Source: an optimization exercise on an open RTL-to-GDS flow (aim: small area, a short achievable clock period and few clock cycles per item). Production flows keep margins and buffers that such runs may drop.
Where RTL was checked, it was by simulation tests only, not by an equivalence proof against the original.
The RTL of run 1 was laid out without a check of its function.

==> flow/design.v (outline; a module is shown in full before it is edited, if it fits) <==
// module fta_add_align: 28 lines
// module fta_add_sum: 19 lines
// module fta_add_norm: 30 lines
// module fta_mul_pp: 1279 lines
// module fta_mul_red: 247 lines
// module fta_div_init: 11 lines
// module fta_div_qsel: 57 lines
// module fta_div_csa: 22 lines
// module fta_div_prep: 13 lines
// module fta_div_fin: 15 lines
// module fp32_truncating_alu_top: 526 lines
module fp32_truncating_alu_top
(
   input  wire logic        clock,
   input  wire logic        reset,
   input  wire logic        req_tvalid,
   output logic             req_tready,
   input  wire logic [71:0] req_tdata,
   output logic             rsp_tvalid,
   input  wire logic        rsp_tready,
   output logic [39:0]      rsp_tdata
);
  // ...
==> flow/run.sh <==
#!/bin/bash
# synth_recipe.tcl (not shown) runs the flow's synth.tcl, then flattens the netlist and writes it again
# the make line also repeats each setting of config.mk as NAME=value (left out here)
make -C /OpenROAD-flow-scripts/flow DESIGN_CONFIG=/design/flow/config.mk WORK_HOME=/design/flow/orfs CLKGATE_MAP_FILE= SYNTH_SCRIPT=/design/flow/synth_recipe.tcl finish
==> flow/config.mk <==
export PLATFORM = sky130hd
export DESIGN_NAME = fp32_truncating_alu_top
export DESIGN_NICKNAME = fp32_truncating_alu_top
export VERILOG_FILES = /design/flow/design.v
export SDC_FILE = /design/flow/constraint.sdc
export NUM_CORES = 4
export LEC_CHECK = 0
export ABC_AREA = 1
export CAP_MARGIN = 20
export CORE_MARGIN = 2
export CORE_UTILIZATION = 40
export SLEW_MARGIN = 20
==> flow/constraint.sdc <==
create_clock -name core_clock -period 12.0 [get_ports {clock}]
set_input_delay 2.4000 -clock core_clock [delete_from_list [all_inputs] [get_ports {clock}]]
set_output_delay 2.4000 -clock core_clock [all_outputs]
set_load 0.01 [all_outputs]
==> results.json, run 1 <==
{
  "status": "finished clean",
  "die_h_um": 493.0,
  "grtUsageMet3_pct": 3.274,
  "largest_reg_flops": 62,
  "cts_root_buffer": "clkbuf_16",
  "ios": 118,
  "route.met3.wl_mm": 15.20,
  "max_cap_violations": 0,
  "top_layer": "met5",
  "routed_wl_mm": 278.9,
  "slowest_stage": "nand4_1",
  "synth_seq_area_share_pct": 47.20,
  "drive_above_1_share_pct": 5.022,
  "dp_cells": 12193,
  "syn_area_um2": 95660,
  "slew_headroom_pct": 27.88,
  "hold_violations": 0,
  "nMultiInputCombCells": 5303,
  "seq_cell_count": 1520,
  "ys_seq_elements": 1520,
  "globalRouteMet2Util_pct": 39.89,
  "rows": 179,
  "gp_congestion": 0.9527,
  "final-clk-cell-share_pct": 5.506,
  "area_delta_synth_final_pct": 10.86,
  "multi_input_area_share_pct": 39.27,
  "grt_overflow": 0,
  "antenna_found_initial": 4,
  "taps": 3167,
  "crit_path_start_kind": "register",
  "r2r_start": "bm0[21]",
  "path_delay_family": "simple AND/OR/NAND/NOR gates",
  "top_usage_layer": "met2",
  "start_util_pct": 40.22,
  "n_fill_cell": 22432,
  "drt-vias-per-instance": 5.225,
  "firstDrtPassIters": 19
}
==> module fta_div_init, before the edit <==
module fta_div_init
(
   input  wire logic [22:0] a_mantissa,
   input  wire logic [22:0] b_mantissa,
   input  wire logic        ge,
   output logic [25:0]      s,
   output logic [25:0]      c
);
   assign s = ge ? {3'b001, a_mantissa} : {2'b01, a_mantissa, 1'b0};
   assign c = 26'd0 - {2'b01, b_mantissa, 1'b0};
endmodule
==> module fta_div_csa, before the edit <==
module fta_div_csa
(
   input  wire logic [25:0] s,
   input  wire logic [25:0] c,
   input  wire logic [22:0] b_mantissa,
   input  wire logic        pos,
   input  wire logic        one,
   input  wire logic        two,
   output logic [25:0]      s_o,
   output logic [25:0]      c_o
);
   logic [27:0] ys, yc, sel, x, sm, mj;
   assign ys  = {s, 2'b00};
   assign yc  = {c, 2'b00};
   assign sel = ({28{one}} & {3'b000, 1'b1, b_mantissa, 1'b0})
              | ({28{two}} & {2'b00, 1'b1, b_mantissa, 2'b00});
   assign x   = sel ^ {28{pos}};
   assign sm  = ys ^ yc ^ x;
   assign mj  = (ys & yc) | (ys & x) | (yc & x);
   assign s_o = sm[25:0];
   assign c_o = {mj[24:0], pos};
endmodule
==> module fta_div_fin, before the edit <==
module fta_div_fin
(
   input  wire logic [25:0] s,
   input  wire logic [25:0] c,
   input  wire logic [22:0] t,
   input  wire logic [22:0] tm,
   input  wire logic        ge,
   output logic [22:0]      mant
);
   logic [25:0] w;
   logic [22:0] q;
   assign w    = s + c;
   assign q    = w[25] ? tm : t;
   assign mant = {q[22:1], q[0] & ge};
endmodule
==> module fp32_truncating_alu_top, before the edit <==
module fp32_truncating_alu_top
(
   input  wire logic        clock,
   input  wire logic        reset,
   input  wire logic        req_tvalid,
   output logic             req_tready,
   input  wire logic [71:0] req_tdata,
   output logic             rsp_tvalid,
   input  wire logic        rsp_tready,
   output logic [39:0]      rsp_tdata
);
   logic en;
   logic out_v, skid_v;
   logic [32:0] out_r, skid_r;
   assign en         = ~skid_v;
   assign req_tready = en;
   assign rsp_tvalid = out_v;
   assign rsp_tdata  = {7'd0, out_r};
   logic       v0;
   logic [1:0] op0;
   logic       as0, bs0;
   logic [7:0] ae0, be0;
   logic [22:0] am0, bm0;
   logic       ge0;      
   always_ff @(posedge clock) begin
      if (reset) v0 <= 1'b0;
      else if (en) v0 <= req_tvalid;
   end
   always_ff @(posedge clock) begin
      if (en) begin
         op0 <= req_tdata[1:0];
         as0 <= req_tdata[2];
         ae0 <= req_tdata[10:3];
         am0 <= req_tdata[33:11];
         bs0 <= req_tdata[34] ^ (req_tdata[1:0] == 2'd1);
         be0 <= req_tdata[42:35];
         bm0 <= req_tdata[65:43];
         ge0 <= req_tdata[33:11] >= req_tdata[65:43];
      end
   end
   logic isdiv0, ismul0, isadd0;
   assign isdiv0 = (op0 == 2'd3);
   assign ismul0 = (op0 == 2'd2);
   assign isadd0 = ~op0[1];
   logic [25:0] s_i, c_i;
   fta_div_init u_init (.a_mantissa(am0), .b_mantissa(bm0), .ge(ge0), .s(s_i), .c(c_i));
   logic [9:0]  e_div;
   assign e_div = {2'b00, ae0} - {2'b00, be0} + 10'd127 - {9'd0, ~ge0};
   logic st1_p2, st1_o2, st1_t2;
   fta_div_qsel u_qsel2 (.s_top(s_i[25:19]), .c_top(c_i[25:19]), .d3(bm0[22:20]),
                        .pos(st1_p2), .one(st1_o2), .two(st1_t2));
   logic [138:0] m_v;
   fta_mul_pp u_mul_pp (.a({1'b1, am0}), .b({1'b1, bm0}), .v(m_v));
   logic [9:0]  e_mul;
   assign e_mul = {2'b00, ae0} + {2'b00, be0} - 10'd127;
   logic [22:0] a_big;
   logic [23:0] a_sml;
   logic [7:0]  a_e;
   logic        a_sg, a_sub;
   fta_add_align u_align (.a_sign(as0), .a_exponent(ae0), .a_mantissa(am0),
                          .b_sign(bs0), .b_exponent(be0), .b_mantissa(bm0),
                          .big(a_big), .sml(a_sml), .e_big(a_e), .sg_big(a_sg), .eff_sub(a_sub));
   logic        v1;
   logic [1:0]  op1;
   logic [9:0]  e1;
   logic [25:0] s1, c1;
   logic [22:0] d1;
   logic        g1, ge1;
   logic [2:0] q1;    
   logic [63:0] mx1;    
   always_ff @(posedge clock) begin
      if (reset) v1 <= 1'b0;
      else if (en) v1 <= v0;
   end
   always_ff @(posedge clock) begin
      if (en) begin
         op1 <= op0;
         s1  <= isdiv0 ? s_i : ismul0 ? m_v[25:0] : {a_sub, 2'd0, a_big};
         c1  <= isdiv0 ? c_i : ismul0 ? m_v[51:26] : {2'd0, a_sml};
         d1  <= ismul0 ? m_v[74:52] : bm0;
         e1  <= isdiv0 ? e_div : ismul0 ? e_mul : {2'b00, a_e};
         g1  <= isadd0 ? a_sg : (as0 ^ bs0);
         ge1 <= ge0;
         q1  <= {st1_p2, st1_o2, st1_t2};
         mx1 <= m_v[138:75];
      end
   end
   logic [24:0] m_row0, m_row1;
   logic        m_cin;
   fta_mul_red u_mul_red (.v({mx1, d1, c1, s1}), .row0(m_row0), .row1(m_row1), .cin(m_cin));
   logic [24:0] a_mag;
   logic [4:0]  a_lz;
   fta_add_sum u_sum (.big(s1[22:0]), .sml(c1[23:0]), .eff_sub(s1[25]), .mag(a_mag), .lz(a_lz));
   logic isdiv1, ismul1;
   assign isdiv1 = (op1 == 2'd3);
   assign ismul1 = (op1 == 2'd2);
   logic [2:0] st2_qv2;
   assign st2_qv2 = q1;
   logic [25:0] st2_s2, st2_c2;
   fta_div_csa u_csa2 (.s(s1), .c(c1), .b_mantissa(d1),
                      .pos(st2_qv2[2]), .one(st2_qv2[1]), .two(st2_qv2[0]),
                      .s_o(st2_s2), .c_o(st2_c2));
   logic st2_p3, st2_o3, st2_t3;
   fta_div_qsel u_qsel3 (.s_top(st2_s2[25:19]), .c_top(st2_c2[25:19]), .d3(d1[22:20]),
                        .pos(st2_p3), .one(st2_o3), .two(st2_t3));
   logic        v2;
   logic [1:0]  op2;
   logic [9:0]  e2;
   logic [25:0] s2, c2;
   logic [22:0] d2;
   logic        g2, ge2;
   logic [5:0] q2;    
   always_ff @(posedge clock) begin
      if (reset) v2 <= 1'b0;
      else if (en) v2 <= v1;
   end
   always_ff @(posedge clock) begin
      if (en) begin
         op2 <= op1;
         s2  <= isdiv1 ? st2_s2 : ismul1 ? {m_cin, m_row0} : {1'b0, a_mag};
         c2  <= isdiv1 ? st2_c2 : ismul1 ? {1'b0, m_row1} : {21'd0, a_lz};
         d2  <= d1;
         e2  <= e1;
         g2  <= g1;
         ge2 <= ge1;
         q2  <= {q1, {st2_p3, st2_o3, st2_t3}};
      end
   end
   logic [24:0] m_p;
   logic [22:0] m_mant;
   logic [9:0]  m_e;
   assign m_p    = s2[24:0] + c2[24:0] + {24'd0, s2[25]};
   assign m_mant = m_p[24] ? m_p[23:1] : m_p[22:0];
   assign m_e    = e2 + {9'd0, m_p[24]};
   logic [22:0] a_mant;
   logic [9:0]  a_eo;
   logic        a_sgo;
   fta_add_norm u_norm (.mag(s2[24:0]), .lz(c2[4:0]), .e_big(e2[7:0]), .sg_big(g2),
                        .mant(a_mant), .e(a_eo), .sg(a_sgo));
   logic isdiv2, ismul2;
   assign isdiv2 = (op2 == 2'd3);
   assign ismul2 = (op2 == 2'd2);
   logic [5:0] st3_qv3;
   assign st3_qv3 = q2;
   logic [25:0] st3_s3, st3_c3;
   fta_div_csa u_csa3 (.s(s2), .c(c2), .b_mantissa(d2),
                      .pos(st3_qv3[2]), .one(st3_qv3[1]), .two(st3_qv3[0]),
                      .s_o(st3_s3), .c_o(st3_c3));
   logic st3_p4, st3_o4, st3_t4;
   fta_div_qsel u_qsel4 (.s_top(st3_s3[25:19]), .c_top(st3_c3[25:19]), .d3(d2[22:20]),
                        .pos(st3_p4), .one(st3_o4), .two(st3_t4));
   logic        v3;
   logic        dv3;     
   logic [8:0]  e3;      
   logic [25:0] s3, c3;
   logic [22:0] d3;
   logic        g3, ge3;
   logic [8:0] q3;    
   logic [9:0]  e3_in;
   assign e3_in = isdiv2 ? e2 : ismul2 ? m_e : a_eo;
   always_ff @(posedge clock) begin
      if (reset) v3 <= 1'b0;
      else if (en) v3 <= v2;
   end
   always_ff @(posedge clock) begin
      if (en) begin
         dv3 <= (op2 == 2'd3);
         s3  <= st3_s3;
         c3  <= st3_c3;
         d3  <= isdiv2 ? d2 : ismul2 ? m_mant : a_mant;
         e3  <= {e3_in[9] | e3_in[8], e3_in[7:0]};
         g3  <= (isdiv2 | ismul2) ? g2 : a_sgo;
         ge3 <= ge2;
         q3  <= {q2, {st3_p4, st3_o4, st3_t4}};
      end
   end
   logic [8:0] st4_qv4;
   assign st4_qv4 = q3;
   logic [25:0] st4_s4, st4_c4;
   fta_div_csa u_csa4 (.s(s3), .c(c3), .b_mantissa(d3),
                      .pos(st4_qv4[2]), .one(st4_qv4[1]), .two(st4_qv4[0]),
                      .s_o(st4_s4), .c_o(st4_c4));
   logic st4_p5, st4_o5, st4_t5;
   fta_div_qsel u_qsel5 (.s_top(st4_s4[25:19]), .c_top(st4_c4[25:19]), .d3(d3[22:20]),
                        .pos(st4_p5), .one(st4_o5), .two(st4_t5));
   logic        v4;
   logic        dv4;     
   logic [8:0]  e4;      
   logic [25:0] s4, c4;
   logic [22:0] d4;
   logic        g4, ge4;
   logic [11:0] q4;    
   always_ff @(posedge clock) begin
      if (reset) v4 <= 1'b0;
      else if (en) v4 <= v3;
   end
   always_ff @(posedge clock) begin
      if (en) begin
         dv4 <= dv3;
         s4  <= st4_s4;
         c4  <= st4_c4;
         d4  <= d3;
         e4  <= e3;
         g4  <= g3;
         ge4 <= ge3;
         q4  <= {q3, {st4_p5, st4_o5, st4_t5}};
      end
   end
   logic [11:0] st5_qv5;
   assign st5_qv5 = q4;
   logic [25:0] st5_s5, st5_c5;
   fta_div_csa u_csa5 (.s(s4), .c(c4), .b_mantissa(d4),
                      .pos(st5_qv5[2]), .one(st5_qv5[1]), .two(st5_qv5[0]),
                      .s_o(st5_s5), .c_o(st5_c5));
   logic st5_p6, st5_o6, st5_t6;
   fta_div_qsel u_qsel6 (.s_top(st5_s5[25:19]), .c_top(st5_c5[25:19]), .d3(d4[22:20]),
                        .pos(st5_p6), .one(st5_o6), .two(st5_t6));
   logic        v5;
   logic        dv5;     
   logic [8:0]  e5;      
   logic [25:0] s5, c5;
   logic [22:0] d5;
   logic        g5, ge5;
   logic [14:0] q5;    
   always_ff @(posedge clock) begin
      if (reset) v5 <= 1'b0;
      else if (en) v5 <= v4;
   end
   always_ff @(posedge clock) begin
      if (en) begin
         dv5 <= dv4;
         s5  <= st5_s5;
         c5  <= st5_c5;
         d5  <= d4;
         e5  <= e4;
         g5  <= g4;
         ge5 <= ge4;
         q5  <= {q4, {st5_p6, st5_o6, st5_t6}};
      end
   end
   logic [14:0] st6_qv6;
   assign st6_qv6 = q5;
   logic [25:0] st6_s6, st6_c6;
   fta_div_csa u_csa6 (.s(s5), .c(c5), .b_mantissa(d5),
                      .pos(st6_qv6[2]), .one(st6_qv6[1]), .two(st6_qv6[0]),
                      .s_o(st6_s6), .c_o(st6_c6));
   logic st6_p7, st6_o7, st6_t7;
   fta_div_qsel u_qsel7 (.s_top(st6_s6[25:19]), .c_top(st6_c6[25:19]), .d3(d5[22:20]),
                        .pos(st6_p7), .one(st6_o7), .two(st6_t7));
   logic        v6;
   logic        dv6;     
   logic [8:0]  e6;      
   logic [25:0] s6, c6;
   logic [22:0] d6;
   logic        g6, ge6;
   logic [17:0] q6;    
   always_ff @(posedge clock) begin
      if (reset) v6 <= 1'b0;
      else if (en) v6 <= v5;
   end
   always_ff @(posedge clock) begin
      if (en) begin
         dv6 <= dv5;
         s6  <= st6_s6;
         c6  <= st6_c6;
         d6  <= d5;
         e6  <= e5;
         g6  <= g5;
         ge6 <= ge5;
         q6  <= {q5, {st6_p7, st6_o7, st6_t7}};
      end
   end
   logic [17:0] st7_qv7;
   assign st7_qv7 = q6;
   logic [25:0] st7_s7, st7_c7;
   fta_div_csa u_csa7 (.s(s6), .c(c6), .b_mantissa(d6),
                      .pos(st7_qv7[2]), .one(st7_qv7[1]), .two(st7_qv7[0]),
                      .s_o(st7_s7), .c_o(st7_c7));
   logic st7_p8, st7_o8, st7_t8;
   fta_div_qsel u_qsel8 (.s_top(st7_s7[25:19]), .c_top(st7_c7[25:19]), .d3(d6[22:20]),
                        .pos(st7_p8), .one(st7_o8), .two(st7_t8));
   logic        v7;
   logic        dv7;     
   logic [8:0]  e7;      
   logic [25:0] s7, c7;
   logic [22:0] d7;
   logic        g7, ge7;
   logic [20:0] q7;    
   always_ff @(posedge clock) begin
      if (reset) v7 <= 1'b0;
      else if (en) v7 <= v6;
   end
   always_ff @(posedge clock) begin
      if (en) begin
         dv7 <= dv6;
         s7  <= st7_s7;
         c7  <= st7_c7;
         d7  <= d6;
         e7  <= e6;
         g7  <= g6;
         ge7 <= ge6;
         q7  <= {q6, {st7_p8, st7_o8, st7_t8}};
      end
   end
   logic [20:0] st8_qv8;
   assign st8_qv8 = q7;
   logic [25:0] st8_s8, st8_c8;
   fta_div_csa u_csa8 (.s(s7), .c(c7), .b_mantissa(d7),
                      .pos(st8_qv8[2]), .one(st8_qv8[1]), .two(st8_qv8[0]),
                      .s_o(st8_s8), .c_o(st8_c8));
   logic st8_p9, st8_o9, st8_t9;
   fta_div_qsel u_qsel9 (.s_top(st8_s8[25:19]), .c_top(st8_c8[25:19]), .d3(d7[22:20]),
                        .pos(st8_p9), .one(st8_o9), .two(st8_t9));
   logic        v8;
   logic        dv8;     
   logic [8:0]  e8;      
   logic [25:0] s8, c8;
   logic [22:0] d8;
   logic        g8, ge8;
   logic [23:0] q8;    
   always_ff @(posedge clock) begin
      if (reset) v8 <= 1'b0;
      else if (en) v8 <= v7;
   end
   always_ff @(posedge clock) begin
      if (en) begin
         dv8 <= dv7;
         s8  <= st8_s8;
         c8  <= st8_c8;
         d8  <= d7;
         e8  <= e7;
         g8  <= g7;
         ge8 <= ge7;
         q8  <= {q7, {st8_p9, st8_o9, st8_t9}};
      end
   end
   logic [23:0] st9_qv9;
   assign st9_qv9 = q8;
   logic [25:0] st9_s9, st9_c9;
   fta_div_csa u_csa9 (.s(s8), .c(c8), .b_mantissa(d8),
                      .pos(st9_qv9[2]), .one(st9_qv9[1]), .two(st9_qv9[0]),
                      .s_o(st9_s9), .c_o(st9_c9));
   logic st9_p10, st9_o10, st9_t10;
   fta_div_qsel u_qsel10 (.s_top(st9_s9[25:19]), .c_top(st9_c9[25:19]), .d3(d8[22:20]),
                        .pos(st9_p10), .one(st9_o10), .two(st9_t10));
   logic        v9;
   logic        dv9;     
   logic [8:0]  e9;      
   logic [25:0] s9, c9;
   logic [22:0] d9;
   logic        g9, ge9;
   logic [26:0] q9;    
   always_ff @(posedge clock) begin
      if (reset) v9 <= 1'b0;
      else if (en) v9 <= v8;
   end
   always_ff @(posedge clock) begin
      if (en) begin
         dv9 <= dv8;
         s9  <= st9_s9;
         c9  <= st9_c9;
         d9  <= d8;
         e9  <= e8;
         g9  <= g8;
         ge9 <= ge8;
         q9  <= {q8, {st9_p10, st9_o10, st9_t10}};
      end
   end
   logic [26:0] st10_qv10;
   assign st10_qv10 = q9;
   logic [25:0] st10_s10, st10_c10;
   fta_div_csa u_csa10 (.s(s9), .c(c9), .b_mantissa(d9),
                      .pos(st10_qv10[2]), .one(st10_qv10[1]), .two(st10_qv10[0]),
                      .s_o(st10_s10), .c_o(st10_c10));
   logic st10_p11, st10_o11, st10_t11;
   fta_div_qsel u_qsel11 (.s_top(st10_s10[25:19]), .c_top(st10_c10[25:19]), .d3(d9[22:20]),
                        .pos(st10_p11), .one(st10_o11), .two(st10_t11));
   logic        v10;
   logic        dv10;     
   logic [8:0]  e10;      
   logic [25:0] s10, c10;
   logic [22:0] d10;
   logic        g10, ge10;
   logic [29:0] q10;    
   always_ff @(posedge clock) begin
      if (reset) v10 <= 1'b0;
      else if (en) v10 <= v9;
   end
   always_ff @(posedge clock) begin
      if (en) begin
         dv10 <= dv9;
         s10  <= st10_s10;
         c10  <= st10_c10;
         d10  <= d9;
         e10  <= e9;
         g10  <= g9;
         ge10 <= ge9;
         q10  <= {q9, {st10_p11, st10_o11, st10_t11}};
      end
   end
   logic [29:0] st11_qv11;
   assign st11_qv11 = q10;
   logic [25:0] st11_s11, st11_c11;
   fta_div_csa u_csa11 (.s(s10), .c(c10), .b_mantissa(d10),
                      .pos(st11_qv11[2]), .one(st11_qv11[1]), .two(st11_qv11[0]),
                      .s_o(st11_s11), .c_o(st11_c11));
   logic st11_p12, st11_o12, st11_t12;
   fta_div_qsel u_qsel12 (.s_top(st11_s11[25:19]), .c_top(st11_c11[25:19]), .d3(d10[22:20]),
                        .pos(st11_p12), .one(st11_o12), .two(st11_t12));
   logic        v11;
   logic        dv11;     
   logic [8:0]  e11;      
   logic [25:0] s11, c11;
   logic [22:0] d11;
   logic        g11, ge11;
   logic [32:0] q11;    
   always_ff @(posedge clock) begin
      if (reset) v11 <= 1'b0;
      else if (en) v11 <= v10;
   end
   always_ff @(posedge clock) begin
      if (en) begin
         dv11 <= dv10;
         s11  <= st11_s11;
         c11  <= st11_c11;
         d11  <= d10;
         e11  <= e10;
         g11  <= g10;
         ge11 <= ge10;
         q11  <= {q10, {st11_p12, st11_o12, st11_t12}};
      end
   end
   logic [32:0] st12_qv12;
   assign st12_qv12 = q11;
   logic [25:0] st12_s12, st12_c12;
   fta_div_csa u_csa12 (.s(s11), .c(c11), .b_mantissa(d11),
                      .pos(st12_qv12[2]), .one(st12_qv12[1]), .two(st12_qv12[0]),
                      .s_o(st12_s12), .c_o(st12_c12));
   logic st12_p13, st12_o13, st12_t13;
   fta_div_qsel u_qsel13 (.s_top(st12_s12[25:19]), .c_top(st12_c12[25:19]), .d3(d11[22:20]),
                        .pos(st12_p13), .one(st12_o13), .two(st12_t13));
   logic        v12;
   logic        dv12;     
   logic [8:0]  e12;      
   logic [25:0] s12, c12;
   logic [22:0] d12;
   logic        g12, ge12;
   logic [35:0] q12;    
   always_ff @(posedge clock) begin
      if (reset) v12 <= 1'b0;
      else if (en) v12 <= v11;
   end
   always_ff @(posedge clock) begin
      if (en) begin
         dv12 <= dv11;
         s12  <= st12_s12;
         c12  <= st12_c12;
         d12  <= d11;
         e12  <= e11;
         g12  <= g11;
         ge12 <= ge11;
         q12  <= {q11, {st12_p13, st12_o13, st12_t13}};
      end
   end
   logic [35:0] st13_qv13;
   assign st13_qv13 = q12;
   logic [25:0] st13_s13, st13_c13;
   fta_div_csa u_csa13 (.s(s12), .c(c12), .b_mantissa(d12),
                      .pos(st13_qv13[2]), .one(st13_qv13[1]), .two(st13_qv13[0]),
                      .s_o(st13_s13), .c_o(st13_c13));
   logic [35:0] qall;
   assign qall = q12;
   logic [23:0] qp, qn;
   always_comb begin
      for (int i = 0; i < 12; i++) begin
         qp[2*i+:2] = qall[3*i+2] ? {qall[3*i], qall[3*i+1]} : 2'b00;
         qn[2*i+:2] = qall[3*i+2] ? 2'b00 : {qall[3*i], qall[3*i+1]};
      end
   end
   logic [22:0] qt, qtm;
   fta_div_prep u_prep (.qp(qp), .qn(qn), .t(qt), .tm(qtm));
   logic        v13;
   logic        dv13;     
   logic [8:0]  e13;      
   logic [25:0] s13, c13;
   logic [22:0] d13;
   logic        g13, ge13;
   logic [22:0] t13, tm13;
   always_ff @(posedge clock) begin
      if (reset) v13 <= 1'b0;
      else if (en) v13 <= v12;
   end
   always_ff @(posedge clock) begin
      if (en) begin
         dv13 <= dv12;
         s13  <= st13_s13;
         c13  <= st13_c13;
         d13  <= d12;
         e13  <= e12;
         g13  <= g12;
         ge13 <= ge12;
         t13  <= qt;
         tm13 <= qtm;
      end
   end
   logic [22:0] dv_mant;
   fta_div_fin u_fin (.s(s13), .c(c13), .t(t13), .tm(tm13), .ge(ge13), .mant(dv_mant));
   logic [32:0] res;
   assign res = {e13[8], dv13 ? dv_mant : d13, e13[7:0], g13};
   logic pop;
   assign pop = out_v & rsp_tready;
   always_ff @(posedge clock) begin
      if (reset) begin
         out_v  <= 1'b0;
         skid_v <= 1'b0;
      end else begin
         if (~out_v | pop) out_v <= skid_v | (en & v13);
         if (skid_v) skid_v <= ~pop;
         else        skid_v <= en & v13 & out_v & ~pop;
      end
   end
   always_ff @(posedge clock) begin
      if (~out_v | pop) out_r <= skid_v ? skid_r : res;
      if (~skid_v) skid_r <= res;
   end
endmodule
==> inputs of run 2 (changes only) <==
--- a/flow/design.v
+++ b/flow/design.v
@@ -94,4 +94,6 @@
    input  wire logic [23:0] a,    
    input  wire logic [23:0] b,    
+   input  wire logic [11:0] bone,  
+   input  wire logic [11:0] btwo,  
    output logic [138:0] v      
 );
@@ -382,6 +384,6 @@
    logic s497, c498;
    logic s499, c500;
-   assign one0 = b[0] ^ 1'b0;
-   assign two0 = (b[1] & ~b[0] & ~1'b0) | (~b[1] & b[0] & 1'b0);
+   assign one0 = bone[0];
+   assign two0 = btwo[0];
    assign neg0 = b[1];
    assign pp0[0] = ((one0 & a[0])) ^ neg0;
@@ -411,6 +413,6 @@
    assign pp0[24] = ((two0 & a[23])) ^ neg0;
    assign nn0 = ~neg0;
-   assign one1 = b[2] ^ b[1];
-   assign two1 = (b[3] & ~b[2] & ~b[1]) | (~b[3] & b[2] & b[1]);
+   assign one1 = bone[1];
+   assign two1 = btwo[1];
    assign neg1 = b[3];
    assign pp1[0] = ((one1 & a[0])) ^ neg1;
@@ -440,6 +442,6 @@
    assign pp1[24] = ((two1 & a[23])) ^ neg1;
    assign nn1 = ~neg1;
-   assign one2 = b[4] ^ b[3];
-   assign two2 = (b[5] & ~b[4] & ~b[3]) | (~b[5] & b[4] & b[3]);
+   assign one2 = bone[2];
+   assign two2 = btwo[2];
    assign neg2 = b[5];
    assign pp2[0] = ((one2 & a[0])) ^ neg2;
@@ -469,6 +471,6 @@
    assign pp2[24] = ((two2 & a[23])) ^ neg2;
    assign nn2 = ~neg2;
-   assign one3 = b[6] ^ b[5];
-   assign two3 = (b[7] & ~b[6] & ~b[5]) | (~b[7] & b[6] & b[5]);
+   assign one3 = bone[3];
+   assign two3 = btwo[3];
    assign neg3 = b[7];
    assign pp3[0] = ((one3 & a[0])) ^ neg3;
@@ -498,6 +500,6 @@
    assign pp3[24] = ((two3 & a[23])) ^ neg3;
    assign nn3 = ~neg3;
-   assign one4 = b[8] ^ b[7];
-   assign two4 = (b[9] & ~b[8] & ~b[7]) | (~b[9] & b[8] & b[7]);
+   assign one4 = bone[4];
+   assign two4 = btwo[4];
    assign neg4 = b[9];
    assign pp4[0] = ((one4 & a[0])) ^ neg4;
@@ -527,6 +529,6 @@
    assign pp4[24] = ((two4 & a[23])) ^ neg4;
    assign nn4 = ~neg4;
-   assign one5 = b[10] ^ b[9];
-   assign two5 = (b[11] & ~b[10] & ~b[9]) | (~b[11] & b[10] & b[9]);
+   assign one5 = bone[5];
+   assign two5 = btwo[5];
    assign neg5 = b[11];
    assign pp5[0] = ((one5 & a[0])) ^ neg5;
@@ -556,6 +558,6 @@
    assign pp5[24] = ((two5 & a[23])) ^ neg5;
    assign nn5 = ~neg5;
-   assign one6 = b[12] ^ b[11];
-   assign two6 = (b[13] & ~b[12] & ~b[11]) | (~b[13] & b[12] & b[11]);
+   assign one6 = bone[6];
+   assign two6 = btwo[6];
    assign neg6 = b[13];
    assign pp6[0] = ((one6 & a[0])) ^ neg6;
@@ -585,6 +587,6 @@
    assign pp6[24] = ((two6 & a[23])) ^ neg6;
    assign nn6 = ~neg6;
-   assign one7 = b[14] ^ b[13];
-   assign two7 = (b[15] & ~b[14] & ~b[13]) | (~b[15] & b[14] & b[13]);
+   assign one7 = bone[7];
+   assign two7 = btwo[7];
    assign neg7 = b[15];
    assign pp7[0] = ((one7 & a[0])) ^ neg7;
@@ -614,6 +616,6 @@
    assign pp7[24] = ((two7 & a[23])) ^ neg7;
    assign nn7 = ~neg7;
-   assign one8 = b[16] ^ b[15];
-   assign two8 = (b[17] & ~b[16] & ~b[15]) | (~b[17] & b[16] & b[15]);
+   assign one8 = bone[8];
+   assign two8 = btwo[8];
    assign neg8 = b[17];
    assign pp8[0] = ((one8 & a[0])) ^ neg8;
@@ -643,6 +645,6 @@
    assign pp8[24] = ((two8 & a[23])) ^ neg8;
    assign nn8 = ~neg8;
-   assign one9 = b[18] ^ b[17];
-   assign two9 = (b[19] & ~b[18] & ~b[17]) | (~b[19] & b[18] & b[17]);
+   assign one9 = bone[9];
+   assign two9 = btwo[9];
    assign neg9 = b[19];
    assign pp9[0] = ((one9 & a[0])) ^ neg9;
@@ -672,6 +674,6 @@
    assign pp9[24] = ((two9 & a[23])) ^ neg9;
    assign nn9 = ~neg9;
-   assign one10 = b[20] ^ b[19];
-   assign two10 = (b[21] & ~b[20] & ~b[19]) | (~b[21] & b[20] & b[19]);
+   assign one10 = bone[10];
+   assign two10 = btwo[10];
    assign neg10 = b[21];
    assign pp10[0] = ((one10 & a[0])) ^ neg10;
@@ -701,6 +703,6 @@
    assign pp10[24] = ((two10 & a[23])) ^ neg10;
    assign nn10 = ~neg10;
-   assign one11 = b[22] ^ b[21];
-   assign two11 = (b[23] & ~b[22] & ~b[21]) | (~b[23] & b[22] & b[21]);
+   assign one11 = bone[11];
+   assign two11 = btwo[11];
    assign neg11 = b[23];
    assign pp11[0] = ((one11 & a[0])) ^ neg11;
@@ -1370,4 +1372,34 @@
    assign v[138] = c500;
 endmodule
+module fta_booth_enc (
+   input  wire logic [23:0] b,
+   output logic      [11:0] bone,
+   output logic      [11:0] btwo
+);
+   assign bone[0] = b[0] ^ 1'b0;
+   assign btwo[0] = (b[1] & ~b[0] & ~1'b0) | (~b[1] & b[0] & 1'b0);
+   assign bone[1] = b[2] ^ b[1];
+   assign btwo[1] = (b[3] & ~b[2] & ~b[1]) | (~b[3] & b[2] & b[1]);
+   assign bone[2] = b[4] ^ b[3];
+   assign btwo[2] = (b[5] & ~b[4] & ~b[3]) | (~b[5] & b[4] & b[3]);
+   assign bone[3] = b[6] ^ b[5];
+   assign btwo[3] = (b[7] & ~b[6] & ~b[5]) | (~b[7] & b[6] & b[5]);
+   assign bone[4] = b[8] ^ b[7];
+   assign btwo[4] = (b[9] & ~b[8] & ~b[7]) | (~b[9] & b[8] & b[7]);
+   assign bone[5] = b[10] ^ b[9];
+   assign btwo[5] = (b[11] & ~b[10] & ~b[9]) | (~b[11] & b[10] & b[9]);
+   assign bone[6] = b[12] ^ b[11];
+   assign btwo[6] = (b[13] & ~b[12] & ~b[11]) | (~b[13] & b[12] & b[11]);
+   assign bone[7] = b[14] ^ b[13];
+   assign btwo[7] = (b[15] & ~b[14] & ~b[13]) | (~b[15] & b[14] & b[13]);
+   assign bone[8] = b[16] ^ b[15];
+   assign btwo[8] = (b[17] & ~b[16] & ~b[15]) | (~b[17] & b[16] & b[15]);
+   assign bone[9] = b[18] ^ b[17];
+   assign btwo[9] = (b[19] & ~b[18] & ~b[17]) | (~b[19] & b[18] & b[17]);
+   assign bone[10] = b[20] ^ b[19];
+   assign btwo[10] = (b[21] & ~b[20] & ~b[19]) | (~b[21] & b[20] & b[19]);
+   assign bone[11] = b[22] ^ b[21];
+   assign btwo[11] = (b[23] & ~b[22] & ~b[21]) | (~b[23] & b[22] & b[21]);
+endmodule
 module fta_mul_red (
    input  wire logic [138:0] v,
@@ -1625,9 +1657,9 @@
    input  wire logic [22:0] b_mantissa,
    input  wire logic        ge,
-   output logic [25:0]      s,
-   output logic [25:0]      c
+   output logic [26:0]      s,
+   output logic [26:0]      c
 );
-   assign s = ge ? {3'b001, a_mantissa} : {2'b01, a_mantissa, 1'b0};
-   assign c = 26'd0 - {2'b01, b_mantissa, 1'b0};
+   assign s = ge ? {3'b001, a_mantissa, 1'b1} : {2'b01, a_mantissa, 2'b01};
+   assign c = ~{2'b01, b_mantissa, 2'b00};
 endmodule
 module fta_div_qsel
@@ -1690,23 +1722,23 @@
 module fta_div_csa
 (
-   input  wire logic [25:0] s,
-   input  wire logic [25:0] c,
+   input  wire logic [26:0] s,
+   input  wire logic [26:0] c,
    input  wire logic [22:0] b_mantissa,
    input  wire logic        pos,
    input  wire logic        one,
    input  wire logic        two,
-   output logic [25:0]      s_o,
-   output logic [25:0]      c_o
+   output logic [26:0]      s_o,
+   output logic [26:0]      c_o
 );
-   logic [27:0] ys, yc, sel, x, sm, mj;
+   logic [28:0] ys, yc, sel, x, sm, mj;
    assign ys  = {s, 2'b00};
    assign yc  = {c, 2'b00};
-   assign sel = ({28{one}} & {3'b000, 1'b1, b_mantissa, 1'b0})
-              | ({28{two}} & {2'b00, 1'b1, b_mantissa, 2'b00});
-   assign x   = sel ^ {28{pos}};
+   assign sel = ({29{one}} & {3'b000, 1'b1, b_mantissa, 2'b00})
+              | ({29{two}} & {2'b00, 1'b1, b_mantissa, 3'b000});
+   assign x   = sel ^ {29{pos}};
    assign sm  = ys ^ yc ^ x;
    assign mj  = (ys & yc) | (ys & x) | (yc & x);
-   assign s_o = sm[25:0];
-   assign c_o = {mj[24:0], pos};
+   assign s_o = sm[26:0];
+   assign c_o = {mj[25:0], pos};
 endmodule
 module fta_div_prep
@@ -1725,6 +1757,6 @@
 module fta_div_fin
 (
-   input  wire logic [25:0] s,
-   input  wire logic [25:0] c,
+   input  wire logic [26:0] s,
+   input  wire logic [26:0] c,
    input  wire logic [22:0] t,
    input  wire logic [22:0] tm,
@@ -1732,8 +1764,8 @@
    output logic [22:0]      mant
 );
-   logic [25:0] w;
+   logic [26:0] w;
    logic [22:0] q;
    assign w    = s + c;
-   assign q    = w[25] ? tm : t;
+   assign q    = w[26] ? tm : t;
    assign mant = {q[22:1], q[0] & ge};
 endmodule
@@ -1765,4 +1797,6 @@
    logic [22:0] am0, bm0;
    logic       ge0;      
+   logic [11:0] bone0, btwo0, bone_i, btwo_i;    
+   fta_booth_enc u_benc (.b({1'b1, req_tdata[65:43]}), .bone(bone_i), .btwo(btwo_i));
    always_ff @(posedge clock) begin
       if (reset) v0 <= 1'b0;
@@ -1779,4 +1813,6 @@
          bm0 <= req_tdata[65:43];
          ge0 <= req_tdata[33:11] >= req_tdata[65:43];
+         bone0 <= bone_i;
+         btwo0 <= btwo_i;
       end
    end
@@ -1785,13 +1821,13 @@
    assign ismul0 = (op0 == 2'd2);
    assign isadd0 = ~op0[1];
-   logic [25:0] s_i, c_i;
+   logic [26:0] s_i, c_i;
    fta_div_init u_init (.a_mantissa(am0), .b_mantissa(bm0), .ge(ge0), .s(s_i), .c(c_i));
    logic [9:0]  e_div;
    assign e_div = {2'b00, ae0} - {2'b00, be0} + 10'd127 - {9'd0, ~ge0};
    logic st1_p2, st1_o2, st1_t2;
-   fta_div_qsel u_qsel2 (.s_top(s_i[25:19]), .c_top(c_i[25:19]), .d3(bm0[22:20]),
+   fta_div_qsel u_qsel2 (.s_top(s_i[26:20]), .c_top(c_i[26:20]), .d3(bm0[22:20]),
                         .pos(st1_p2), .one(st1_o2), .two(st1_t2));
    logic [138:0] m_v;
-   fta_mul_pp u_mul_pp (.a({1'b1, am0}), .b({1'b1, bm0}), .v(m_v));
+   fta_mul_pp u_mul_pp (.a({1'b1, am0}), .b({1'b1, bm0}), .bone(bone0), .btwo(btwo0), .v(m_v));
    logic [9:0]  e_mul;
    assign e_mul = {2'b00, ae0} + {2'b00, be0} - 10'd127;
@@ -1806,9 +1842,9 @@
    logic [1:0]  op1;
    logic [9:0]  e1;
-   logic [25:0] s1, c1;
+   logic [26:0] s1, c1;
    logic [22:0] d1;
    logic        g1, ge1;
    logic [2:0] q1;    
-   logic [63:0] mx1;    
+   logic [61:0] mx1;    
    always_ff @(posedge clock) begin
       if (reset) v1 <= 1'b0;
@@ -1818,12 +1854,12 @@
       if (en) begin
          op1 <= op0;
-         s1  <= isdiv0 ? s_i : ismul0 ? m_v[25:0] : {a_sub, 2'd0, a_big};
-         c1  <= isdiv0 ? c_i : ismul0 ? m_v[51:26] : {2'd0, a_sml};
-         d1  <= ismul0 ? m_v[74:52] : bm0;
+         s1  <= isdiv0 ? s_i : ismul0 ? m_v[26:0] : {a_sub, 3'd0, a_big};
+         c1  <= isdiv0 ? c_i : ismul0 ? m_v[53:27] : {3'd0, a_sml};
+         d1  <= ismul0 ? m_v[76:54] : bm0;
          e1  <= isdiv0 ? e_div : ismul0 ? e_mul : {2'b00, a_e};
          g1  <= isadd0 ? a_sg : (as0 ^ bs0);
          ge1 <= ge0;
          q1  <= {st1_p2, st1_o2, st1_t2};
-         mx1 <= m_v[138:75];
+         mx1 <= m_v[138:77];
       end
    end
@@ -1833,5 +1869,5 @@
    logic [24:0] a_mag;
    logic [4:0]  a_lz;
-   fta_add_sum u_sum (.big(s1[22:0]), .sml(c1[23:0]), .eff_sub(s1[25]), .mag(a_mag), .lz(a_lz));
+   fta_add_sum u_sum (.big(s1[22:0]), .sml(c1[23:0]), .eff_sub(s1[26]), .mag(a_mag), .lz(a_lz));
    logic isdiv1, ismul1;
    assign isdiv1 = (op1 == 2'd3);
@@ -1839,15 +1875,15 @@
    logic [2:0] st2_qv2;
    assign st2_qv2 = q1;
-   logic [25:0] st2_s2, st2_c2;
+   logic [26:0] st2_s2, st2_c2;
    fta_div_csa u_csa2 (.s(s1), .c(c1), .b_mantissa(d1),
                       .pos(st2_qv2[2]), .one(st2_qv2[1]), .two(st2_qv2[0]),
                       .s_o(st2_s2), .c_o(st2_c2));
    logic st2_p3, st2_o3, st2_t3;
-   fta_div_qsel u_qsel3 (.s_top(st2_s2[25:19]), .c_top(st2_c2[25:19]), .d3(d1[22:20]),
+   fta_div_qsel u_qsel3 (.s_top(st2_s2[26:20]), .c_top(st2_c2[26:20]), .d3(d1[22:20]),
                         .pos(st2_p3), .one(st2_o3), .two(st2_t3));
    logic        v2;
    logic [1:0]  op2;
    logic [9:0]  e2;
-   logic [25:0] s2, c2;
+   logic [26:0] s2, c2;
    logic [22:0] d2;
    logic        g2, ge2;
@@ -1860,6 +1896,6 @@
       if (en) begin
          op2 <= op1;
-         s2  <= isdiv1 ? st2_s2 : ismul1 ? {m_cin, m_row0} : {1'b0, a_mag};
-         c2  <= isdiv1 ? st2_c2 : ismul1 ? {1'b0, m_row1} : {21'd0, a_lz};
+         s2  <= isdiv1 ? st2_s2 : ismul1 ? {1'b0, m_cin, m_row0} : {2'b0, a_mag};
+         c2  <= isdiv1 ? st2_c2 : ismul1 ? {2'b0, m_row1} : {22'd0, a_lz};
          d2  <= d1;
          e2  <= e1;
@@ -1885,15 +1921,15 @@
    logic [5:0] st3_qv3;
    assign st3_qv3 = q2;
-   logic [25:0] st3_s3, st3_c3;
+   logic [26:0] st3_s3, st3_c3;
    fta_div_csa u_csa3 (.s(s2), .c(c2), .b_mantissa(d2),
                       .pos(st3_qv3[2]), .one(st3_qv3[1]), .two(st3_qv3[0]),
                       .s_o(st3_s3), .c_o(st3_c3));
    logic st3_p4, st3_o4, st3_t4;
-   fta_div_qsel u_qsel4 (.s_top(st3_s3[25:19]), .c_top(st3_c3[25:19]), .d3(d2[22:20]),
+   fta_div_qsel u_qsel4 (.s_top(st3_s3[26:20]), .c_top(st3_c3[26:20]), .d3(d2[22:20]),
                         .pos(st3_p4), .one(st3_o4), .two(st3_t4));
    logic        v3;
    logic        dv3;     
    logic [8:0]  e3;      
-   logic [25:0] s3, c3;
+   logic [26:0] s3, c3;
    logic [22:0] d3;
    logic        g3, ge3;
@@ -1919,15 +1955,15 @@
    logic [8:0] st4_qv4;
    assign st4_qv4 = q3;
-   logic [25:0] st4_s4, st4_c4;
+   logic [26:0] st4_s4, st4_c4;
    fta_div_csa u_csa4 (.s(s3), .c(c3), .b_mantissa(d3),
                       .pos(st4_qv4[2]), .one(st4_qv4[1]), .two(st4_qv4[0]),
                       .s_o(st4_s4), .c_o(st4_c4));
    logic st4_p5, st4_o5, st4_t5;
-   fta_div_qsel u_qsel5 (.s_top(st4_s4[25:19]), .c_top(st4_c4[25:19]), .d3(d3[22:20]),
+   fta_div_qsel u_qsel5 (.s_top(st4_s4[26:20]), .c_top(st4_c4[26:20]), .d3(d3[22:20]),
                         .pos(st4_p5), .one(st4_o5), .two(st4_t5));
    logic        v4;
    logic        dv4;     
    logic [8:0]  e4;      
-   logic [25:0] s4, c4;
+   logic [26:0] s4, c4;
    logic [22:0] d4;
    logic        g4, ge4;
@@ -1951,15 +1987,15 @@
    logic [11:0] st5_qv5;
    assign st5_qv5 = q4;
-   logic [25:0] st5_s5, st5_c5;
+   logic [26:0] st5_s5, st5_c5;
    fta_div_csa u_csa5 (.s(s4), .c(c4), .b_mantissa(d4),
                       .pos(st5_qv5[2]), .one(st5_qv5[1]), .two(st5_qv5[0]),
                       .s_o(st5_s5), .c_o(st5_c5));
    logic st5_p6, st5_o6, st5_t6;
-   fta_div_qsel u_qsel6 (.s_top(st5_s5[25:19]), .c_top(st5_c5[25:19]), .d3(d4[22:20]),
+   fta_div_qsel u_qsel6 (.s_top(st5_s5[26:20]), .c_top(st5_c5[26:20]), .d3(d4[22:20]),
                         .pos(st5_p6), .one(st5_o6), .two(st5_t6));
    logic        v5;
    logic        dv5;     
    logic [8:0]  e5;      
-   logic [25:0] s5, c5;
+   logic [26:0] s5, c5;
    logic [22:0] d5;
    logic        g5, ge5;
@@ -1983,15 +2019,15 @@
    logic [14:0] st6_qv6;
    assign st6_qv6 = q5;
-   logic [25:0] st6_s6, st6_c6;
+   logic [26:0] st6_s6, st6_c6;
    fta_div_csa u_csa6 (.s(s5), .c(c5), .b_mantissa(d5),
                       .pos(st6_qv6[2]), .one(st6_qv6[1]), .two(st6_qv6[0]),
                       .s_o(st6_s6), .c_o(st6_c6));
    logic st6_p7, st6_o7, st6_t7;
-   fta_div_qsel u_qsel7 (.s_top(st6_s6[25:19]), .c_top(st6_c6[25:19]), .d3(d5[22:20]),
+   fta_div_qsel u_qsel7 (.s_top(st6_s6[26:20]), .c_top(st6_c6[26:20]), .d3(d5[22:20]),
                         .pos(st6_p7), .one(st6_o7), .two(st6_t7));
    logic        v6;
    logic        dv6;     
    logic [8:0]  e6;      
-   logic [25:0] s6, c6;
+   logic [26:0] s6, c6;
    logic [22:0] d6;
    logic        g6, ge6;
@@ -2015,15 +2051,15 @@
    logic [17:0] st7_qv7;
    assign st7_qv7 = q6;
-   logic [25:0] st7_s7, st7_c7;
+   logic [26:0] st7_s7, st7_c7;
    fta_div_csa u_csa7 (.s(s6), .c(c6), .b_mantissa(d6),
                       .pos(st7_qv7[2]), .one(st7_qv7[1]), .two(st7_qv7[0]),
                       .s_o(st7_s7), .c_o(st7_c7));
    logic st7_p8, st7_o8, st7_t8;
-   fta_div_qsel u_qsel8 (.s_top(st7_s7[25:19]), .c_top(st7_c7[25:19]), .d3(d6[22:20]),
+   fta_div_qsel u_qsel8 (.s_top(st7_s7[26:20]), .c_top(st7_c7[26:20]), .d3(d6[22:20]),
                         .pos(st7_p8), .one(st7_o8), .two(st7_t8));
    logic        v7;
    logic        dv7;     
    logic [8:0]  e7;      
-   logic [25:0] s7, c7;
+   logic [26:0] s7, c7;
    logic [22:0] d7;
    logic        g7, ge7;
@@ -2047,15 +2083,15 @@
    logic [20:0] st8_qv8;
    assign st8_qv8 = q7;
-   logic [25:0] st8_s8, st8_c8;
+   logic [26:0] st8_s8, st8_c8;
    fta_div_csa u_csa8 (.s(s7), .c(c7), .b_mantissa(d7),
                       .pos(st8_qv8[2]), .one(st8_qv8[1]), .two(st8_qv8[0]),
                       .s_o(st8_s8), .c_o(st8_c8));
    logic st8_p9, st8_o9, st8_t9;
-   fta_div_qsel u_qsel9 (.s_top(st8_s8[25:19]), .c_top(st8_c8[25:19]), .d3(d7[22:20]),
+   fta_div_qsel u_qsel9 (.s_top(st8_s8[26:20]), .c_top(st8_c8[26:20]), .d3(d7[22:20]),
                         .pos(st8_p9), .one(st8_o9), .two(st8_t9));
    logic        v8;
    logic        dv8;     
    logic [8:0]  e8;      
-   logic [25:0] s8, c8;
+   logic [26:0] s8, c8;
    logic [22:0] d8;
    logic        g8, ge8;
@@ -2079,15 +2115,15 @@
    logic [23:0] st9_qv9;
    assign st9_qv9 = q8;
-   logic [25:0] st9_s9, st9_c9;
+   logic [26:0] st9_s9, st9_c9;
    fta_div_csa u_csa9 (.s(s8), .c(c8), .b_mantissa(d8),
                       .pos(st9_qv9[2]), .one(st9_qv9[1]), .two(st9_qv9[0]),
                       .s_o(st9_s9), .c_o(st9_c9));
    logic st9_p10, st9_o10, st9_t10;
-   fta_div_qsel u_qsel10 (.s_top(st9_s9[25:19]), .c_top(st9_c9[25:19]), .d3(d8[22:20]),
+   fta_div_qsel u_qsel10 (.s_top(st9_s9[26:20]), .c_top(st9_c9[26:20]), .d3(d8[22:20]),
                         .pos(st9_p10), .one(st9_o10), .two(st9_t10));
    logic        v9;
    logic        dv9;     
    logic [8:0]  e9;      
-   logic [25:0] s9, c9;
+   logic [26:0] s9, c9;
    logic [22:0] d9;
    logic        g9, ge9;
@@ -2111,15 +2147,15 @@
    logic [26:0] st10_qv10;
    assign st10_qv10 = q9;
-   logic [25:0] st10_s10, st10_c10;
+   logic [26:0] st10_s10, st10_c10;
    fta_div_csa u_csa10 (.s(s9), .c(c9), .b_mantissa(d9),
                       .pos(st10_qv10[2]), .one(st10_qv10[1]), .two(st10_qv10[0]),
                       .s_o(st10_s10), .c_o(st10_c10));
    logic st10_p11, st10_o11, st10_t11;
-   fta_div_qsel u_qsel11 (.s_top(st10_s10[25:19]), .c_top(st10_c10[25:19]), .d3(d9[22:20]),
+   fta_div_qsel u_qsel11 (.s_top(st10_s10[26:20]), .c_top(st10_c10[26:20]), .d3(d9[22:20]),
                         .pos(st10_p11), .one(st10_o11), .two(st10_t11));
    logic        v10;
    logic        dv10;     
    logic [8:0]  e10;      
-   logic [25:0] s10, c10;
+   logic [26:0] s10, c10;
    logic [22:0] d10;
    logic        g10, ge10;
@@ -2143,15 +2179,15 @@
    logic [29:0] st11_qv11;
    assign st11_qv11 = q10;
-   logic [25:0] st11_s11, st11_c11;
+   logic [26:0] st11_s11, st11_c11;
    fta_div_csa u_csa11 (.s(s10), .c(c10), .b_mantissa(d10),
                       .pos(st11_qv11[2]), .one(st11_qv11[1]), .two(st11_qv11[0]),
                       .s_o(st11_s11), .c_o(st11_c11));
    logic st11_p12, st11_o12, st11_t12;
-   fta_div_qsel u_qsel12 (.s_top(st11_s11[25:19]), .c_top(st11_c11[25:19]), .d3(d10[22:20]),
+   fta_div_qsel u_qsel12 (.s_top(st11_s11[26:20]), .c_top(st11_c11[26:20]), .d3(d10[22:20]),
                         .pos(st11_p12), .one(st11_o12), .two(st11_t12));
    logic        v11;
    logic        dv11;     
    logic [8:0]  e11;      
-   logic [25:0] s11, c11;
+   logic [26:0] s11, c11;
    logic [22:0] d11;
    logic        g11, ge11;
@@ -2175,15 +2211,15 @@
    logic [32:0] st12_qv12;
    assign st12_qv12 = q11;
-   logic [25:0] st12_s12, st12_c12;
+   logic [26:0] st12_s12, st12_c12;
    fta_div_csa u_csa12 (.s(s11), .c(c11), .b_mantissa(d11),
                       .pos(st12_qv12[2]), .one(st12_qv12[1]), .two(st12_qv12[0]),
                       .s_o(st12_s12), .c_o(st12_c12));
    logic st12_p13, st12_o13, st12_t13;
-   fta_div_qsel u_qsel13 (.s_top(st12_s12[25:19]), .c_top(st12_c12[25:19]), .d3(d11[22:20]),
+   fta_div_qsel u_qsel13 (.s_top(st12_s12[26:20]), .c_top(st12_c12[26:20]), .d3(d11[22:20]),
                         .pos(st12_p13), .one(st12_o13), .two(st12_t13));
    logic        v12;
    logic        dv12;     
    logic [8:0]  e12;      
-   logic [25:0] s12, c12;
+   logic [26:0] s12, c12;
    logic [22:0] d12;
    logic        g12, ge12;
@@ -2207,5 +2243,5 @@
    logic [35:0] st13_qv13;
    assign st13_qv13 = q12;
-   logic [25:0] st13_s13, st13_c13;
+   logic [26:0] st13_s13, st13_c13;
    fta_div_csa u_csa13 (.s(s12), .c(c12), .b_mantissa(d12),
                       .pos(st13_qv13[2]), .one(st13_qv13[1]), .two(st13_qv13[0]),
@@ -2225,5 +2261,5 @@
    logic        dv13;     
    logic [8:0]  e13;      
-   logic [25:0] s13, c13;
+   logic [26:0] s13, c13;
    logic [22:0] d13;
    logic        g13, ge13;
==> results.json, run 2 <==
{
  "ys_seq_elements": 1554,
  "grt_overflow": 0,
  "drive_above_1_share_pct": 5.237,
  "r2r_cells": 25,
  "die_h_um": 495.9,
  "regMostFlops": "mx1",
  "synthTopCellsByCount": "inv_1 (1,976), edfxtp_1 (1,505), nand2_1 (949)",
  "postCtsSetupBuffers": 0,
  "rr_endpoint": "e3[8]",
  "grt_use_total_pct": 22.25,
  "antenna_left": 0,
  "r2r_start": "c2[0]",
  "htree_levels": 4,
  "period_needed_ns": 6.451,
  "fmax_mhz": 155.0,
  "n_fill_cell": 22522,
  "first_global_vias": 66011,
  "rows": 180,
  "hold_path.class": "register to register",
  "cts_resized": 0,
  "num_vias": 64602,
  "max_cap_violations": 0,
  "start_util_pct": 40.23,
  "dp_cells": 12191,
  "worst_pin_slew_ns": 1.168,
  "finalSetupViolCount": 0,
  "dieArea_um2": 245900,
  "routed_wl_mm": 274.9,
  "fin_nets": 10326,
  "fin_tns_setup_ns": 0,
  "cts.sinks": 1554,
  "min_to": "e5[7]",
  "clk_pin_slew_ns": 0.06,
  "synth_cells": 9139,
  "crit_arrival_ns": 6.97,
  "port-buffer-count": 104,
  "dp_hpwl_mm": 210.6,
  "ios": 118,
  "firstDrtPassIters": 5,
  "final_common_cell": "inv_1",
  "hold_buffers": 0,
  "reg2reg_slack_ns": 5.55,
  "hold_violations": 0,
  "synth_edf_count": 1505,
  "cpPeakStageDelay_ns": 0.97,
  "rsz0062_at_grt": "no",
  "crit_path_start_kind": "register",
  "cts_root_buffer": "clkbuf_16",
  "worstHoldStart": "e4[7]",
  "ys_warn_count": 4,
  "area_delta_synth_final_pct": 10.56,
  "min_path_cells": 0,
  "most-common-layout-cells": "inv_1 (1,975), edfxtp_1 (1,505), nand2_1 (947)",
  "synth_top_area_cell": "edfxtp_1",
  "crit_type": "register to register",
  "path_delay_family": "simple AND/OR/NAND/NOR gates",
  "clock_path_buffers": 3,
  "synthArstFlopShare_pct": 0,
  "ys_types": 70,
  "clock_latency_ns": 0.86,
  "chipWidth_um": 495.9,
  "worst-path-stages": 25,
  "stdcell_count": 12507,
  "path_common_cell": "inv_1",
  "yosysTopAreaCellShare_pct": 46.70,
  "wl_per_cell_um": 21.98,
  "multi_input_area_um2": 41560,
  "gp_congestion": 0.9705,
  "antenna_found_initial": 5,
  "largest_reg_flops": 60,
  "grt_max_degree": 191,
  "drt-vias-per-instance": 5.165,
  "synth.most_common_cell": "inv_1",
  "min_period_over_period_pct": 53.76,
  "regArea_um2": 46180,
  "final_max_slew_viol_count": 0,
  "path_buf_inv": 6,
  "clock_skew_ns": 0.08667,
  "required_ns": 12.52,
  "cts-buffers-inserted": 168,
  "yosys-top-cells-area": "edfxtp_1 (47%), fa_1 (11%), inv_1 (7.7%), ha_1 (6.8%), xor2_1 (6.2%)",
  "path_max_fanout": 43,
  "slew_headroom_pct": 21.32,
  "dominantRegCellSynth": "edfxtp_1",
  "end_kind": "register",
  "status": "finished clean",
  "grt_first_pass_wirelength_mm": 407.4,
  "cts_tree": "built",
  "synth_seq_area_share_pct": 47.72,
  "drc": 0,
  "slowest_stage": "inv_1",
  "syn_area_um2": 96770,
  "core-area_um2": 240500,
  "syn_area_per_cell_um2": 10.59,
  "first_iter_violations": 4209
}
[run 2: cell types whose count changed after synthesis, sizes merged, moves of 18 or more]
cell / delta
o211ai: +30
nand2: -71
edfxtp: +34
inv: +65
nand3: -18
o21ai: -55
[run 2: layer usage]
layer	GRT usage [%]	vias up	wire length, um
met2	40.68	1804	142600
li1	-	30474	-
met1	24.04	31684	100300
met5	0	-	0
met3	3.075	640	12050
met4	14.22	0	19990
[run 2: cells by family after synthesis]
logic type	synth area share (%)
AO/OA/AOI/OAI	10.39
XOR/XNOR	6.843
adder cells (fa/ha/maj)	18.16
buffers and inverters	9.376
flip-flops	47.72
multiplexers	0.1267
other	0.003875
AND/OR/NAND/NOR	7.378
[run 2: final cells by class]
| class | count | area share (%) |
|---|---|---|
| diodes | 3 | 0.007017 |
| repair buffers | 212 | 1.789 |
| inverters | 2030 | 7.134 |
| clock inverters | 107 | 1.221 |
| flip-flops and latches | 1554 | 43.16 |
| multi-input cells | 5210 | 38.85 |
| well taps | 3185 | 3.725 |
| clock buffers | 206 | 4.110 |
[run 2: worst max path at each step]
stage | slack (ns) | endpoint | start
CTS | 5.61 | e3[8] | c2[0]
floorplan | 2.84 | req_tready | skid_v
finish | 5.55 | e3[8] | c2[0]
global placement | 5.58 | e3[8] | c2[0]
detailed placement | 5.61 | e3[8] | c2[0]
global route | 5.14 | e3[6] | c2[0]
[run 2: metrics by stage]
stage | instance area (um2) | hold WS, ns | setup WS (ns) | util (%)
3_5_place_dp | 101300 | 0.4045 | 5.613 | 42.10
3_3_place_gp | 101300 | 0.4004 | 5.584 | 42.10
5_1_grt | 107000 | 0.3591 | 5.145 | 44.48
6_report | 107000 | 0.3577 | 5.549 | 44.48
4_1_cts | 107000 | 0.3533 | 5.606 | 44.47
2_1_floorplan | 96800 | 0.4003 | 2.844 | -
Testbench counts of run 2, summed over its fixed seeds: cycles 16,120, items 16,000.
==> inputs of run 3 (changes only) <==
==> flow/flow/run.sh (new file) <==
#!/bin/bash
# Standard layout, with timing repair aiming below the clock period: repair
# works on every path with less than SETUP_SLACK_MARGIN ns of slack.
set -euo pipefail
bash standard.sh SETUP_SLACK_MARGIN=6.5 finish > standard_flow.log 2>&1
==> flow/standard.sh (new file) <==
#!/bin/bash
# synth_recipe.tcl (not shown) runs the flow's synth.tcl, then flattens the netlist and writes it again
# the make line also repeats each setting of config.mk as NAME=value (left out here)
make -C /OpenROAD-flow-scripts/flow DESIGN_CONFIG=/design/flow/config.mk WORK_HOME=/design/flow/orfs CLKGATE_MAP_FILE= SYNTH_SCRIPT=/design/flow/synth_recipe.tcl "${@:-finish}"
removed: flow/run.sh
==> results.json, run 3 <==
{
  "status": "finished clean",
  "dominantRegCellSynth": "edfxtp_1",
  "dp_hpwl_mm": 205.0,
  "slowest_stage": "o21ai_4",
  "path_max_fanout": 48,
  "fin_tns_setup_ns": 0,
  "chipWidth_um": 495.9,
  "synth_fa_ha_area_share_pct": 18.16,
  "final_common_cell": "inv_1",
  "start_util_pct": 40.23,
  "max_cap_violations": 0,
  "first_global_vias": 66367,
  "crit_chain": "buf_4 > clkinvlp_4 > ha_1 > nand2_1 > o21ai_0 > nand2_1 > nand2_1 > nand2_1 > nand2_1 > nand3_1 > nand2_1 > nand2_8 > buf_6 > o21ai_4 > inv_2 > nand2_1 > inv_1 > o211ai_1 > o211ai_1",
  "wl_per_cell_um": 21.64,
  "design_area_um2": 106800,
  "crit_arrival_ns": 5.75,
  "synthArstFlopShare_pct": 0,
  "rsz0062_at_grt": "no",
  "yosysTopAreaCellShare_pct": 46.70,
  "area_delta_synth_final_pct": 10.32,
  "cts.sinks": 1554,
  "dieArea_um2": 245900,
  "crit_path_start_kind": "register",
  "synth_top_area_cell": "edfxtp_1",
  "clock_skew_ns": 0.04894,
  "final_max_slew_viol_count": 0,
  "grt_use_total_pct": 21.90,
  "drive_above_1_share_pct": 5.142,
  "hold_violations": 0,
  "ys_warn_count": 4,
  "regMostFlops": "mx1",
  "synth_xor_area_share_pct": 6.843,
  "clk_pin_slew_ns": 0.06,
  "fmax_mhz": 191.0,
  "antenna_found_initial": 5,
  "cts_tree": "built",
  "gp_congestion": 0.9545,
  "grt_first_pass_wirelength_mm": 404.4,
  "routed_wl_mm": 270.6,
  "synth_edf_count": 1505,
  "hold_buffers": 0,
  "firstDrtPassIters": 8,
  "ios": 118,
  "clock_path_buffers": 3,
  "path_common_cell": "nand2_1",
  "cpPeakStageDelay_ns": 0.48,
  "crit_type": "register to register",
  "cts_root_buffer": "clkbuf_16",
  "required_ns": 12.52,
  "synth.area.mux_share_pct": 0.1267,
  "synth_seq_area_share_pct": 47.72,
  "clock_latency_ns": 0.83,
  "n_fill_cell": 22577,
  "slew_headroom_pct": 23.03,
  "synth_cells": 9139,
  "min_period_over_period_pct": 43.63,
  "grt_max_degree": 124,
  "dpl_cell_area_um2": 101300,
  "hold_path.class": "register to register",
  "cts-buffers-inserted": 163,
  "drc": 0,
  "grt_overflow": 0,
  "drt-vias-per-instance": 5.154,
  "ys_seq_elements": 1554,
  "end_kind": "register",
  "worst_pin_slew_ns": 1.153,
  "most-common-layout-cells": "inv_1 (1,972), edfxtp_1 (1,505), nand2_1 (947)",
  "die_h_um": 495.9,
  "syn_area_per_cell_um2": 10.59,
  "synth_compound_area_share_pct": 10.39,
  "synth.most_common_cell": "inv_1",
  "rows": 180,
  "fin_nets": 10328,
  "period_needed_ns": 5.235,
  "num_vias": 64450,
  "ys_types": 70,
  "first_iter_violations": 4620,
  "syn_area_um2": 96770,
  "yosys.area_share.simple_pct": 7.378,
  "largest_reg_flops": 60,
  "core-area_um2": 240500,
  "antenna_left": 0,
  "port-buffer-count": 104,
  "finalSetupViolCount": 0,
  "synth_top_family_by_area": "adder cells",
  "htree_levels": 4,
  "yosys-top-cells-area": "edfxtp_1 (47%), fa_1 (11%), inv_1 (7.7%), ha_1 (6.8%), xor2_1 (6.2%)",
  "synthTopCellsByCount": "inv_1 (1,976), edfxtp_1 (1,505), nand2_1 (949)"
}
-- run 3: cell counts after synthesis --
No cell type changed its count.
-- run 3: final cells by class --
class | instances | area (um2) | share of cell area, %
diodes | 4 | 10.01 | 0.009376
clock buffers | 188 | 4194 | 3.929
clock inverters | 114 | 1236 | 1.158
inverters | 2030 | 7645 | 7.161
multi-input cells | 5211 | 41590 | 38.96
flip-flops and latches | 1554 | 46180 | 43.25
well taps | 3185 | 3985 | 3.733
repair buffers | 218 | 1919 | 1.798
-- run 3: worst paths after layout --
kind,from,endpoint,slack [ns],depth (start not counted)
setup / recovery,bm0[1],c1[12],6.76,19
hold / removal,q4[7],q5[10],0.37,0
setup reg to reg,bm0[1],c1[12],6.76,19
hold reg to reg,q4[7],q5[10],0.37,0
-- run 3: logic make-up after synthesis --
logic type,after synthesis
AND/OR/NAND/NOR,1700
multiplexers,12
other,1
AO/OA/AOI/OAI,1661
adder cells (fa/ha/maj),1074
buffers and inverters,2381
XOR/XNOR,756
flip-flops,1554
-- run 3: through the flow --
stage                     utilization [%]  hold WS (ns)  std cells  setup WS (ns)
after floorplan                         -        0.4003       9145          5.463
after global placement              42.10        0.4004      12195          5.917
after detailed placement            42.10        0.4045      12195          5.945
after CTS                           44.37        0.3638      12500          6.441
after global routing                44.38        0.3602      12503          6.515
final                               44.38        0.3710      12504          6.765
-- run 3: repair_timing --
action                                  4_1_cts  5_1_grt
cloned                                        1        0
setup buffers                                 2        0
gates resized for setup                       6        6
pin swaps                                     1        0
endpoints found under the setup margin       83       85
-- run 3: metal layers --
metal	share of wire (%)	vias to the layer above	track usage, %
li1	-	30449	-
met1	36	31352	23.83
met2	52	1976	39.85
met3	5.0	673	3.198
met4	7.2	0	13.76
met5	0	-	0
-- run 3: worst max-delay path, delay by kind of cell (launching register included) --
| kind | cells | cell delay, ns |
|---|---|---|
| simple gates | 9 | 1.64 |
| buf+inv | 5 | 1.40 |
| compound gates | 4 | 1.23 |
| flops | 1 | 0.32 |
| fa+ha+maj | 1 | 0.29 |

## static timing again, ports no longer ideal
In the flow no input, the clock included, has a driving cell. The finished layouts below were timed again as built, in two steps.
Step 1 assumes that a clkbuf_16 drives the clock port and a buf_2 every other input.
Step 2 times the ports against the registers' clock, not the clock port: input delays grow and output delays shrink by t, the midpoint of the rising clock arrivals with the driver on.
a / b / c = ideal ports / drivers / drivers and shift; a / b = the first two.
run | shift t [ns] | slack for setup (ns) | slew at the worst register clock pin (ns)
run 1 | 0.904 | 5.522 / 5.522 / 5.522 | 0.07 / 0.07
run 2 | 0.915 | 5.549 / 5.549 / 5.549 | 0.07 / 0.07
run 3 | 0.905 | 6.765 / 6.765 / 6.765 | 0.07 / 0.07
After both steps every run listed still meets setup and hold.
